Source: an optimization exercise on an open RTL-to-GDS flow (aim: small area). Production flows keep margins and buffers that such runs may drop. In this exercise RTL edits were held to simulation tests only and were not proved equivalent to the original. Power figures rest on the tool's default switching activity, not on a simulated workload.

==> flow/design.v <==
module vram_scanout #(
  parameter int          H_ACTIVE = 640,
  parameter int          H_FP     = 16,
  parameter int          H_SYNC   = 96,
  parameter int          H_BP     = 48,
  parameter int          V_ACTIVE = 480,
  parameter int          V_FP     = 10,
  parameter int          V_SYNC   = 2,
  parameter int          V_BP     = 33,
  parameter int          PIX_DIV  = 4,
  parameter logic [7:0]  FG_COLOR = 8'hFF,
  parameter logic [7:0]  BG_COLOR = 8'h00
) (
  input  logic                clk_i,
  input  logic                rst_ni,
  input  logic [H_ACTIVE-1:0] vram_rd_data_i,
  output logic [8:0]          vram_addr_o,
  output logic                vram_turn_o,
  output logic                pix_en_o,
  output logic                hsync_o,
  output logic                vsync_o,
  output logic [7:0]          rgb_o,
  output logic                frame_start_o
);
  localparam int H_TOTAL = H_ACTIVE + H_FP + H_SYNC + H_BP;
  localparam int V_TOTAL = V_ACTIVE + V_FP + V_SYNC + V_BP;
  localparam int HW = $clog2(H_TOTAL);
  localparam int VW = $clog2(V_TOTAL);
  localparam int DW = (PIX_DIV > 1) ? $clog2(PIX_DIV) : 1;
  localparam logic [DW-1:0] DIV_LAST = DW'(PIX_DIV - 1);
  localparam logic [HW-1:0] H_LAST   = HW'(H_TOTAL - 1);
  localparam logic [HW-1:0] H_ACT    = HW'(H_ACTIVE);
  localparam logic [HW-1:0] H_FETCH  = HW'(H_ACTIVE + 1);
  localparam logic [HW-1:0] HS_BEG   = HW'(H_ACTIVE + H_FP);
  localparam logic [HW-1:0] HS_END   = HW'(H_ACTIVE + H_FP + H_SYNC);
  localparam logic [VW-1:0] V_LAST   = VW'(V_TOTAL - 1);
  localparam logic [VW-1:0] V_ACT    = VW'(V_ACTIVE);
  localparam logic [VW-1:0] VS_BEG   = VW'(V_ACTIVE + V_FP);
  localparam logic [VW-1:0] VS_END   = VW'(V_ACTIVE + V_FP + V_SYNC);
  localparam int RL    = H_ACTIVE + 1;
  localparam int ROT0  = PIX_DIV * (H_TOTAL - H_ACTIVE) - 5;   
  localparam int TAP   = RL - 1;
  localparam int DINV = RL - (RL - 1) / PIX_DIV;
  localparam bit TAP_INV = ((1 + ROT0) % 2) == 1;
  logic [DW-1:0]       div_q;
  logic [HW-1:0]       hcnt_q;
  logic [VW-1:0]       lcnt_q;
  logic                ld_q, nld_q;
  logic                pix_q;
  logic [RL-1:0]       ring_q, ring_d;
  logic                pix_en;
  logic                line_end;
  logic                active;
  logic                guard;
  logic                past_fetch;
  logic                fetching;
  logic                tap;
  assign pix_en     = (div_q == DIV_LAST);
  assign line_end   = pix_en && (hcnt_q == H_LAST);
  assign guard      = (hcnt_q == H_FETCH) && (div_q == '0);
  assign past_fetch = (hcnt_q > H_FETCH) || ((hcnt_q == H_FETCH) && (div_q != '0));
  assign active     = (hcnt_q < H_ACT) && (lcnt_q < V_ACT);
  assign fetching   = (hcnt_q == H_FETCH) &&
                      (guard ? (lcnt_q < V_ACT - 1) || (lcnt_q == V_LAST) : (lcnt_q < V_ACT));
  assign tap        = ring_q[TAP] ^ TAP_INV;
  for (genvar p = 0; p < RL; p++) begin : g_ring
    localparam int H = ((((TAP - ROT0 - p) % RL + RL) % RL) * DINV) % RL;
    localparam int PREV = (p + RL - 1) % RL;
    if (H >= H_ACTIVE) begin : g_pass
      assign ring_d[p] = ~(ring_q[PREV] | ld_q);
    end else begin : g_load
      assign ring_d[p] = ~((vram_rd_data_i[H] | nld_q) & (ring_q[PREV] | ld_q));
    end
  end
  always_ff @(posedge clk_i) begin
    ring_q <= ring_d;
  end
  always_ff @(posedge clk_i) begin
    if (!rst_ni) begin
      div_q   <= '0;
      hcnt_q  <= '0;
      lcnt_q  <= '0;
      ld_q    <= 1'b1;
      nld_q   <= 1'b1;
      pix_q   <= 1'b0;
    end else begin
      if (line_end) {hcnt_q, div_q} <= '0;
      else          {hcnt_q, div_q} <= {hcnt_q, div_q} + 1'b1;
      if (guard) lcnt_q <= (lcnt_q == V_LAST) ? '0 : lcnt_q + 1'b1;
      if (pix_en) pix_q <= active && tap;
      ld_q    <= (hcnt_q == H_FETCH) && (div_q == DW'(2));
      nld_q   <= !((hcnt_q == H_FETCH) && (div_q == DW'(2)));
    end
  end
  logic hs_n, vs_n;
  assign hs_n = (hcnt_q > HS_BEG) && (hcnt_q <= HS_END);
  assign vs_n = ((hcnt_q == '0) || past_fetch) ? (lcnt_q > VS_BEG) && (lcnt_q <= VS_END)
                                               : (lcnt_q >= VS_BEG) && (lcnt_q < VS_END);
  assign vram_addr_o = (lcnt_q < V_ACT) ? 9'(lcnt_q) : 9'(V_ACTIVE - 1);
  assign vram_turn_o   = !fetching;
  assign pix_en_o      = pix_en;
  assign hsync_o       = !hs_n;
  assign vsync_o       = !vs_n;
  assign rgb_o         = pix_q ? FG_COLOR : BG_COLOR;
  assign frame_start_o = (div_q == '0) && (hcnt_q == HW'(1)) && (lcnt_q == '0);
endmodule
Settings: LEC_CHECK=0, CAP_MARGIN=20, CORE_MARGIN=2, CORE_UTILIZATION=50, SLEW_MARGIN=20; clock period 10.0 ns.
standard.sh (not shown) runs the stock make flow with config.mk's settings and CLKGATE_MAP_FILE= SYNTH_SCRIPT=/design/flow/synth_recipe.tcl, a recipe that flattens the netlist after the stock synthesis.
==> flow/flow/run.sh <==
#!/bin/bash
# The standard ORFS layout (standard.sh), with two changes:
#  - each port gets the smallest buffer (buf_1) instead of the default one;
#  - CTS clusters up to 18 flip-flops per clkbuf_8 and inserts no dummy loads.
set -euo pipefail
export BUFFER_PORTS_ARGS="-buffer_cell sky130_fd_sc_hd__buf_1"
export CTS_ARGS="-sink_clustering_enable -repair_clock_nets -dont_use_dummy_load -sink_clustering_size 18 -sink_clustering_max_diameter 80 -buf_list sky130_fd_sc_hd__clkbuf_8 -root_buf sky130_fd_sc_hd__clkbuf_16"
bash standard.sh > make_flow.log 2>&1
The baseline ran to the end with no violations.
Rerun with:
--- a/flow/design.v
+++ b/flow/design.v
@@ -44,30 +44,30 @@
   localparam bit TAP_INV = ((1 + ROT0) % 2) == 1;
   logic [DW-1:0]       div_q;
   logic [HW-1:0]       hcnt_q;
-  logic [VW-1:0]       lcnt_q;
+  logic [VW-1:0]       vcnt_q;
   logic                ld_q, nld_q;
+  logic                valid_q;
   logic                pix_q;
   logic [RL-1:0]       ring_q, ring_d;
   logic                pix_en;
   logic                line_end;
   logic                active;
-  logic                guard;
-  logic                past_fetch;
+  logic [VW-1:0]       v_next;
+  logic                fetch_line;
   logic                fetching;
   logic                tap;
   assign pix_en     = (div_q == DIV_LAST);
   assign line_end   = pix_en && (hcnt_q == H_LAST);
-  assign guard      = (hcnt_q == H_FETCH) && (div_q == '0);
-  assign past_fetch = (hcnt_q > H_FETCH) || ((hcnt_q == H_FETCH) && (div_q != '0));
-  assign active     = (hcnt_q < H_ACT) && (lcnt_q < V_ACT);
-  assign fetching   = (hcnt_q == H_FETCH) &&
-                      (guard ? (lcnt_q < V_ACT - 1) || (lcnt_q == V_LAST) : (lcnt_q < V_ACT));
+  assign active     = (hcnt_q < H_ACT) && (vcnt_q < V_ACT);
+  assign v_next     = (vcnt_q == V_LAST) ? '0 : vcnt_q + 1'b1;
+  assign fetch_line = (vcnt_q < V_ACT - 1) || (vcnt_q == V_LAST);
+  assign fetching   = (hcnt_q == H_FETCH) && fetch_line;
   assign tap        = ring_q[TAP] ^ TAP_INV;
   for (genvar p = 0; p < RL; p++) begin : g_ring
     localparam int H = ((((TAP - ROT0 - p) % RL + RL) % RL) * DINV) % RL;
     localparam int PREV = (p + RL - 1) % RL;
     if (H >= H_ACTIVE) begin : g_pass
-      assign ring_d[p] = ~(ring_q[PREV] | ld_q);
+      assign ring_d[p] = ~ring_q[PREV];
     end else begin : g_load
       assign ring_d[p] = ~((vram_rd_data_i[H] | nld_q) & (ring_q[PREV] | ld_q));
     end
@@ -79,28 +79,33 @@
     if (!rst_ni) begin
       div_q   <= '0;
       hcnt_q  <= '0;
-      lcnt_q  <= '0;
-      ld_q    <= 1'b1;
+      vcnt_q  <= '0;
+      ld_q    <= 1'b0;
       nld_q   <= 1'b1;
+      valid_q <= 1'b0;
       pix_q   <= 1'b0;
     end else begin
       if (line_end) {hcnt_q, div_q} <= '0;
       else          {hcnt_q, div_q} <= {hcnt_q, div_q} + 1'b1;
-      if (guard) lcnt_q <= (lcnt_q == V_LAST) ? '0 : lcnt_q + 1'b1;
-      if (pix_en) pix_q <= active && tap;
+      if (line_end) vcnt_q <= v_next;
+      if (pix_en) pix_q <= active && valid_q && tap;
       ld_q    <= (hcnt_q == H_FETCH) && (div_q == DW'(2));
       nld_q   <= !((hcnt_q == H_FETCH) && (div_q == DW'(2)));
+      if (ld_q) valid_q <= 1'b1;
     end
   end
   logic hs_n, vs_n;
   assign hs_n = (hcnt_q > HS_BEG) && (hcnt_q <= HS_END);
-  assign vs_n = ((hcnt_q == '0) || past_fetch) ? (lcnt_q > VS_BEG) && (lcnt_q <= VS_END)
-                                               : (lcnt_q >= VS_BEG) && (lcnt_q < VS_END);
-  assign vram_addr_o = (lcnt_q < V_ACT) ? 9'(lcnt_q) : 9'(V_ACTIVE - 1);
+  assign vs_n = (hcnt_q == '0) ? (vcnt_q > VS_BEG) && (vcnt_q <= VS_END)
+                               : (vcnt_q >= VS_BEG) && (vcnt_q < VS_END);
+  logic past_fetch;
+  assign past_fetch  = (hcnt_q > H_FETCH) || ((hcnt_q == H_FETCH) && (div_q != '0));
+  assign vram_addr_o = (vcnt_q >= V_ACT - 1) ? ((past_fetch && vcnt_q == V_LAST) ? '0 : 9'(V_ACTIVE - 1))
+                                             : 9'(past_fetch ? v_next : vcnt_q);
   assign vram_turn_o   = !fetching;
   assign pix_en_o      = pix_en;
   assign hsync_o       = !hs_n;
   assign vsync_o       = !vs_n;
   assign rgb_o         = pix_q ? FG_COLOR : BG_COLOR;
-  assign frame_start_o = (div_q == '0) && (hcnt_q == HW'(1)) && (lcnt_q == '0);
+  assign frame_start_o = (div_q == '0) && (hcnt_q == HW'(1)) && (vcnt_q == '0);
 endmodule
The new run ran to the end with no violations.
Worst setup slack loses 0.16 ns.
Total power falls by a little under a tenth.
Hold slack loses 0.0044 ns.
Clock skew went up by 0.030 ns.
Routed wire length is higher slightly.
Final area is about the same.
Die area increases slightly.
First-iteration DRC count came out higher by a quarter to a third.
Via count came out higher slightly.
Clock power stays flat.

* * *

RTL: the design.v shown in full above, as it stands there.
Settings: LEC_CHECK=0, CAP_MARGIN=0, CORE_MARGIN=2, CORE_UTILIZATION=50, SLEW_MARGIN=0; clock period 10.0 ns.
==> flow/flow/run.sh <==
#!/bin/bash
# The standard ORFS layout (standard.sh), with two changes:
#  - each port gets the smallest buffer (buf_1) instead of the default one;
#  - CTS builds the tree from clkbuf_4 only, clusters up to 11 flip-flops per
#    leaf buffer and inserts no dummy loads.
set -euo pipefail
export BUFFER_PORTS_ARGS="-buffer_cell sky130_fd_sc_hd__buf_1"
export CTS_ARGS="-sink_clustering_enable -repair_clock_nets -dont_use_dummy_load -sink_clustering_size 11 -sink_clustering_max_diameter 50 -buf_list sky130_fd_sc_hd__clkbuf_4 -root_buf sky130_fd_sc_hd__clkbuf_4"
bash standard.sh > make_flow.log 2>&1
Edit:
--- a/flow/design.v
+++ b/flow/design.v
@@ -47,18 +47,17 @@
   logic [VW-1:0]       lcnt_q;
   logic                ld_q, nld_q;
   logic                pix_q;
+  logic                vs_q;
   logic [RL-1:0]       ring_q, ring_d;
   logic                pix_en;
   logic                line_end;
   logic                active;
   logic                guard;
-  logic                past_fetch;
   logic                fetching;
   logic                tap;
   assign pix_en     = (div_q == DIV_LAST);
   assign line_end   = pix_en && (hcnt_q == H_LAST);
   assign guard      = (hcnt_q == H_FETCH) && (div_q == '0);
-  assign past_fetch = (hcnt_q > H_FETCH) || ((hcnt_q == H_FETCH) && (div_q != '0));
   assign active     = (hcnt_q < H_ACT) && (lcnt_q < V_ACT);
   assign fetching   = (hcnt_q == H_FETCH) &&
                       (guard ? (lcnt_q < V_ACT - 1) || (lcnt_q == V_LAST) : (lcnt_q < V_ACT));
@@ -83,24 +82,24 @@
       ld_q    <= 1'b1;
       nld_q   <= 1'b1;
       pix_q   <= 1'b0;
+      vs_q    <= 1'b1;
     end else begin
       if (line_end) {hcnt_q, div_q} <= '0;
       else          {hcnt_q, div_q} <= {hcnt_q, div_q} + 1'b1;
       if (guard) lcnt_q <= (lcnt_q == V_LAST) ? '0 : lcnt_q + 1'b1;
       if (pix_en) pix_q <= active && tap;
-      ld_q    <= (hcnt_q == H_FETCH) && (div_q == DW'(2));
-      nld_q   <= !((hcnt_q == H_FETCH) && (div_q == DW'(2)));
+      if (pix_en && hcnt_q == '0) vs_q <= !((lcnt_q >= VS_BEG) && (lcnt_q < VS_END));
+      ld_q    <= fetching && (div_q == DW'(2));
+      nld_q   <= !(fetching && (div_q == DW'(2)));
     end
   end
-  logic hs_n, vs_n;
+  logic hs_n;
   assign hs_n = (hcnt_q > HS_BEG) && (hcnt_q <= HS_END);
-  assign vs_n = ((hcnt_q == '0) || past_fetch) ? (lcnt_q > VS_BEG) && (lcnt_q <= VS_END)
-                                               : (lcnt_q >= VS_BEG) && (lcnt_q < VS_END);
   assign vram_addr_o = (lcnt_q < V_ACT) ? 9'(lcnt_q) : 9'(V_ACTIVE - 1);
   assign vram_turn_o   = !fetching;
   assign pix_en_o      = pix_en;
   assign hsync_o       = !hs_n;
-  assign vsync_o       = !vs_n;
+  assign vsync_o       = vs_q;
   assign rgb_o         = pix_q ? FG_COLOR : BG_COLOR;
   assign frame_start_o = (div_q == '0) && (hcnt_q == HW'(1)) && (lcnt_q == '0);
 endmodule
Effect: Critical path depth increases by 1. Total power stays flat. Utilization drops by 0.24 points. Die area is about the same. Non-clock buffer count went down by 2. Register-to-register slack improved by 460 ps. Hold slack stays flat. Clock-buffer cell count stays the same. Wire length fell by 0.83%. Clock skew fell by 18 ps. Combinational power goes up by about 3%. Design area goes down by 0.41%. Synthesized cell count came out lower by 0.55%. Global-route usage is about the same.

* * *

== run 1 ==
vram_scanout with an RTL version that a note above also has.
Size in the first run: about 1,600 cells after synthesis, ~0.019 sq mm of cells after synthesis.
==> module vram_scanout, before the edit <==
module vram_scanout #(
  parameter int          H_ACTIVE = 640,
  parameter int          H_FP     = 16,
  parameter int          H_SYNC   = 96,
  parameter int          H_BP     = 48,
  parameter int          V_ACTIVE = 480,
  parameter int          V_FP     = 10,
  parameter int          V_SYNC   = 2,
  parameter int          V_BP     = 33,
  parameter int          PIX_DIV  = 4,
  parameter logic [7:0]  FG_COLOR = 8'hFF,
  parameter logic [7:0]  BG_COLOR = 8'h00
) (
  input  logic                clk_i,
  input  logic                rst_ni,
  input  logic [H_ACTIVE-1:0] vram_rd_data_i,
  output logic [8:0]          vram_addr_o,
  output logic                vram_turn_o,
  output logic                pix_en_o,
  output logic                hsync_o,
  output logic                vsync_o,
  output logic [7:0]          rgb_o,
  output logic                frame_start_o
);
  localparam int H_TOTAL = H_ACTIVE + H_FP + H_SYNC + H_BP;
  localparam int V_TOTAL = V_ACTIVE + V_FP + V_SYNC + V_BP;
  localparam int HW = $clog2(H_TOTAL);
  localparam int VW = $clog2(V_TOTAL);
  localparam int DW = (PIX_DIV > 1) ? $clog2(PIX_DIV) : 1;
  localparam logic [DW-1:0] DIV_LAST = DW'(PIX_DIV - 1);
  localparam logic [HW-1:0] H_LAST   = HW'(H_TOTAL - 1);
  localparam logic [HW-1:0] H_ACT    = HW'(H_ACTIVE);
  localparam logic [HW-1:0] H_FETCH  = HW'(H_ACTIVE + 1);
  localparam logic [HW-1:0] HS_BEG   = HW'(H_ACTIVE + H_FP);
  localparam logic [HW-1:0] HS_END   = HW'(H_ACTIVE + H_FP + H_SYNC);
  localparam logic [VW-1:0] V_LAST   = VW'(V_TOTAL - 1);
  localparam logic [VW-1:0] V_ACT    = VW'(V_ACTIVE);
  localparam logic [VW-1:0] VS_BEG   = VW'(V_ACTIVE + V_FP);
  localparam logic [VW-1:0] VS_END   = VW'(V_ACTIVE + V_FP + V_SYNC);
  localparam int RL    = H_ACTIVE + 1;
  localparam int ROT0  = PIX_DIV * (H_TOTAL - H_ACTIVE) - 5;   
  localparam int TAP   = RL - 1;
  localparam int DINV = RL - (RL - 1) / PIX_DIV;
  localparam bit TAP_INV = ((1 + ROT0) % 2) == 1;
  logic [DW-1:0]       div_q;
  logic [HW-1:0]       hcnt_q;
  logic [VW-1:0]       lcnt_q;
  logic                ld_q, nld_q;
  logic                pix_q;
  logic                vs_q;
  logic [RL-1:0]       ring_q, ring_d;
  logic                pix_en;
  logic                line_end;
  logic                active;
  logic                guard;
  logic                fetching;
  logic                tap;
  assign pix_en     = (div_q == DIV_LAST);
  assign line_end   = pix_en && (hcnt_q == H_LAST);
  assign guard      = (hcnt_q == H_FETCH) && (div_q == '0);
  assign active     = (hcnt_q < H_ACT) && (lcnt_q < V_ACT);
  assign fetching   = (hcnt_q == H_FETCH) &&
                      (guard ? (lcnt_q < V_ACT - 1) || (lcnt_q == V_LAST) : (lcnt_q < V_ACT));
  assign tap        = ring_q[TAP] ^ TAP_INV;
  for (genvar p = 0; p < RL; p++) begin : g_ring
    localparam int H = ((((TAP - ROT0 - p) % RL + RL) % RL) * DINV) % RL;
    localparam int PREV = (p + RL - 1) % RL;
    if (H >= H_ACTIVE) begin : g_pass
      assign ring_d[p] = ~(ring_q[PREV] | ld_q);
    end else begin : g_load
      assign ring_d[p] = ~((vram_rd_data_i[H] | nld_q) & (ring_q[PREV] | ld_q));
    end
  end
  always_ff @(posedge clk_i) begin
    ring_q <= ring_d;
  end
  always_ff @(posedge clk_i) begin
    if (!rst_ni) begin
      div_q   <= '0;
      hcnt_q  <= '0;
      lcnt_q  <= '0;
      ld_q    <= 1'b1;
      nld_q   <= 1'b1;
      pix_q   <= 1'b0;
      vs_q    <= 1'b1;
    end else begin
      if (line_end) {hcnt_q, div_q} <= '0;
      else          {hcnt_q, div_q} <= {hcnt_q, div_q} + 1'b1;
      if (guard) lcnt_q <= (lcnt_q == V_LAST) ? '0 : lcnt_q + 1'b1;
      if (pix_en) pix_q <= active && tap;
      if (pix_en && hcnt_q == '0) vs_q <= !((lcnt_q >= VS_BEG) && (lcnt_q < VS_END));
      ld_q    <= fetching && (div_q == DW'(2));
      nld_q   <= !(fetching && (div_q == DW'(2)));
    end
  end
  logic hs_n;
  assign hs_n = (hcnt_q > HS_BEG) && (hcnt_q <= HS_END);
  assign vram_addr_o = (lcnt_q < V_ACT) ? 9'(lcnt_q) : 9'(V_ACTIVE - 1);
  assign vram_turn_o   = !fetching;
  assign pix_en_o      = pix_en;
  assign hsync_o       = !hs_n;
  assign vsync_o       = vs_q;
  assign rgb_o         = pix_q ? FG_COLOR : BG_COLOR;
  assign frame_start_o = (div_q == '0) && (hcnt_q == HW'(1)) && (lcnt_q == '0);
endmodule
Settings: LEC_CHECK=0, CAP_MARGIN=0, CORE_MARGIN=2, CORE_UTILIZATION=50, PLACE_DENSITY=0.85, SLEW_MARGIN=0; clock period 10.0 ns.
Scripts as last shown in full above: flow/flow/run.sh
> inputs changed (run 1 -> run 2)
==> flow/design.v <==
module vram_scanout #(
  parameter int          H_ACTIVE = 640,
  parameter int          H_FP     = 16,
  parameter int          H_SYNC   = 96,
  parameter int          H_BP     = 48,
  parameter int          V_ACTIVE = 480,
  parameter int          V_FP     = 10,
  parameter int          V_SYNC   = 2,
  parameter int          V_BP     = 33,
  parameter int          PIX_DIV  = 4,
  parameter logic [7:0]  FG_COLOR = 8'hFF,
  parameter logic [7:0]  BG_COLOR = 8'h00
) (
  input  logic                clk_i,
  input  logic                rst_ni,
  input  logic [H_ACTIVE-1:0] vram_rd_data_i,
  output logic [8:0]          vram_addr_o,
  output logic                vram_turn_o,
  output logic                pix_en_o,
  output logic                hsync_o,
  output logic                vsync_o,
  output logic [7:0]          rgb_o,
  output logic                frame_start_o
);
  localparam int H_TOTAL = H_ACTIVE + H_FP + H_SYNC + H_BP;
  localparam int V_TOTAL = V_ACTIVE + V_FP + V_SYNC + V_BP;
  localparam int HW = $clog2(H_TOTAL);
  localparam int VW = $clog2(V_TOTAL);
  localparam int DW = (PIX_DIV > 1) ? $clog2(PIX_DIV) : 1;
  localparam logic [DW-1:0] DIV_LAST = DW'(PIX_DIV - 1);
  localparam logic [HW-1:0] H_LAST   = HW'(H_TOTAL - 1);
  localparam logic [HW-1:0] H_ACT    = HW'(H_ACTIVE);
  localparam logic [HW-1:0] H_FETCH  = HW'(H_ACTIVE + 1);
  localparam logic [HW-1:0] HS_BEG   = HW'(H_ACTIVE + H_FP);
  localparam logic [HW-1:0] HS_END   = HW'(H_ACTIVE + H_FP + H_SYNC);
  localparam logic [VW-1:0] V_LAST   = VW'(V_TOTAL - 1);
  localparam logic [VW-1:0] V_ACT    = VW'(V_ACTIVE);
  localparam logic [VW-1:0] VS_BEG   = VW'(V_ACTIVE + V_FP);
  localparam logic [VW-1:0] VS_END   = VW'(V_ACTIVE + V_FP + V_SYNC);
  localparam int RL    = H_ACTIVE + 1;
  localparam int ROT0  = PIX_DIV * (H_TOTAL - H_ACTIVE) - 5;   
  localparam int TAP   = RL - 1;
  localparam int DINV = RL - (RL - 1) / PIX_DIV;
  localparam bit TAP_INV = ((1 + ROT0) % 2) == 1;
  logic [DW-1:0]       div_q;
  logic [HW-1:0]       hcnt_q;
  logic [VW-1:0]       lcnt_q;
  logic                ld_q, nld_q;
  logic                pix_q;
  logic [RL-1:0]       ring_q, ring_d;
  logic                pix_en;
  logic                line_end;
  logic                active;
  logic                guard;
  logic                past_fetch;
  logic                fetching;
  logic                tap;
  assign pix_en     = (div_q == DIV_LAST);
  assign line_end   = pix_en && (hcnt_q == H_LAST);
  assign guard      = (hcnt_q == H_FETCH) && (div_q == '0);
  assign past_fetch = (hcnt_q > H_FETCH) || ((hcnt_q == H_FETCH) && (div_q != '0));
  assign active     = (hcnt_q < H_ACT) && (lcnt_q < V_ACT);
  assign fetching   = (hcnt_q == H_FETCH) &&
                      (guard ? (lcnt_q < V_ACT - 1) || (lcnt_q == V_LAST) : (lcnt_q < V_ACT));
  assign tap        = ring_q[TAP] ^ TAP_INV;
  for (genvar p = 0; p < RL; p++) begin : g_ring
    localparam int H = ((((TAP - ROT0 - p) % RL + RL) % RL) * DINV) % RL;
    localparam int PREV = (p + RL - 1) % RL;
    if (H >= H_ACTIVE) begin : g_pass
      assign ring_d[p] = ~(ring_q[PREV] | ld_q);
    end else begin : g_load
      assign ring_d[p] = ~((vram_rd_data_i[H] | nld_q) & (ring_q[PREV] | ld_q));
    end
  end
  always_ff @(posedge clk_i) begin
    ring_q <= ring_d;
  end
  always_ff @(posedge clk_i) begin
    if (!rst_ni) begin
      div_q   <= '0;
      hcnt_q  <= '0;
      lcnt_q  <= '0;
      ld_q    <= 1'b1;
      nld_q   <= 1'b1;
      pix_q   <= 1'b0;
    end else begin
      if (line_end) {hcnt_q, div_q} <= '0;
      else          {hcnt_q, div_q} <= {hcnt_q, div_q} + 1'b1;
      if (guard) lcnt_q <= (lcnt_q == V_LAST) ? '0 : lcnt_q + 1'b1;
      if (pix_en) pix_q <= active && tap;
      ld_q    <= fetching && (div_q == DW'(2));
      nld_q   <= !(fetching && (div_q == DW'(2)));
    end
  end
  logic hs_n, vs_n;
  assign hs_n = (hcnt_q > HS_BEG) && (hcnt_q <= HS_END);
  assign vs_n = ((hcnt_q == '0) || past_fetch) ? (lcnt_q > VS_BEG) && (lcnt_q <= VS_END)
                                               : (lcnt_q >= VS_BEG) && (lcnt_q < VS_END);
  assign vram_addr_o = (lcnt_q < V_ACT) ? 9'(lcnt_q) : 9'(V_ACTIVE - 1);
  assign vram_turn_o   = !fetching;
  assign pix_en_o      = pix_en;
  assign hsync_o       = !hs_n;
  assign vsync_o       = !vs_n;
  assign rgb_o         = pix_q ? FG_COLOR : BG_COLOR;
  assign frame_start_o = (div_q == '0) && (hcnt_q == HW'(1)) && (lcnt_q == '0);
endmodule
--- outcome ---
The global routing usage summed across all routing layers on run 2 is in line with that on run 1.
On die width, run 1 and run 2 are neck and neck.
Run 1 -> run 2: routed via count divided by cell count decreased slightly
Relative to run 1, synthesized cell count has increased by 0.56% in run 2.
The non-clock buffer count on run 2 is in line with that on run 1.
Of run 1 and run 2, run 1 shows the higher sequential share of layout area, with run 2 below it.
Run 2 and run 1 ended up with roughly the same share of post-route cells with drive strength above 1.
Between run 2 and run 1, it is run 2 whose clock-pin slew on the worst setup and hold paths is higher, by 0.02 ns.
Run 1 -> run 2: wire length reported by the detailed router flat
As far as final instance area is concerned, run 2 and run 1 perform about the same.
Compare run 1 and run 2 | post-layout worst setup margin lower: run 1
Summary: with run 1 as the reference, via count of the first global-routing pass in run 2 moved down slightly.
Taking run 1 as the reference, in run 2 global-route met2 utilization down 0.70 points; average wire length per cell after detail routing decreased by 0.20 um relative to the old numbers.

[what the ideal ports hide]
The results above use ideal ports. As a check the final layouts listed here were re-extracted and re-timed, cells and wires unchanged.
Step 1 (the two cells are an assumption about what drives the block):
set clk [get_ports {clk_i}]
set_driving_cell -lib_cell sky130_fd_sc_hd__clkbuf_16 $clk
set_driving_cell -lib_cell sky130_fd_sc_hd__buf_2 [delete_from_list [all_inputs] $clk]
Step 2, shift: input delay + t, output delay - t, t = (earliest + latest rising clock arrival at the registers) / 2. This alone moves slack from input paths to output paths.
Three values: ideal, step 1, step 2; two values: the first two.
run	t (ns)	setup slack, ns	worst setup path after step 2	worst register clock-pin slew, ns
the first run of note 1	0.603	5.479 / 5.423 / 6.025	register to output	0.11 / 0.11
the second run of note 1	0.591	5.324 / 5.268 / 5.859	register to output	0.11 / 0.11
the first run of note 2	0.796	5.274 / 5.221 / 6.017	register to output	0.12 / 0.12
the second run of note 2	0.791	5.399 / 5.345 / 6.136	register to output	0.12 / 0.12
run 1	0.807	5.321 / 5.271 / 6.078	register to output	0.12 / 0.12
run 2	0.790	5.393 / 5.343 / 6.133	register to output	0.12 / 0.12
After both steps every run listed still meets setup and hold.
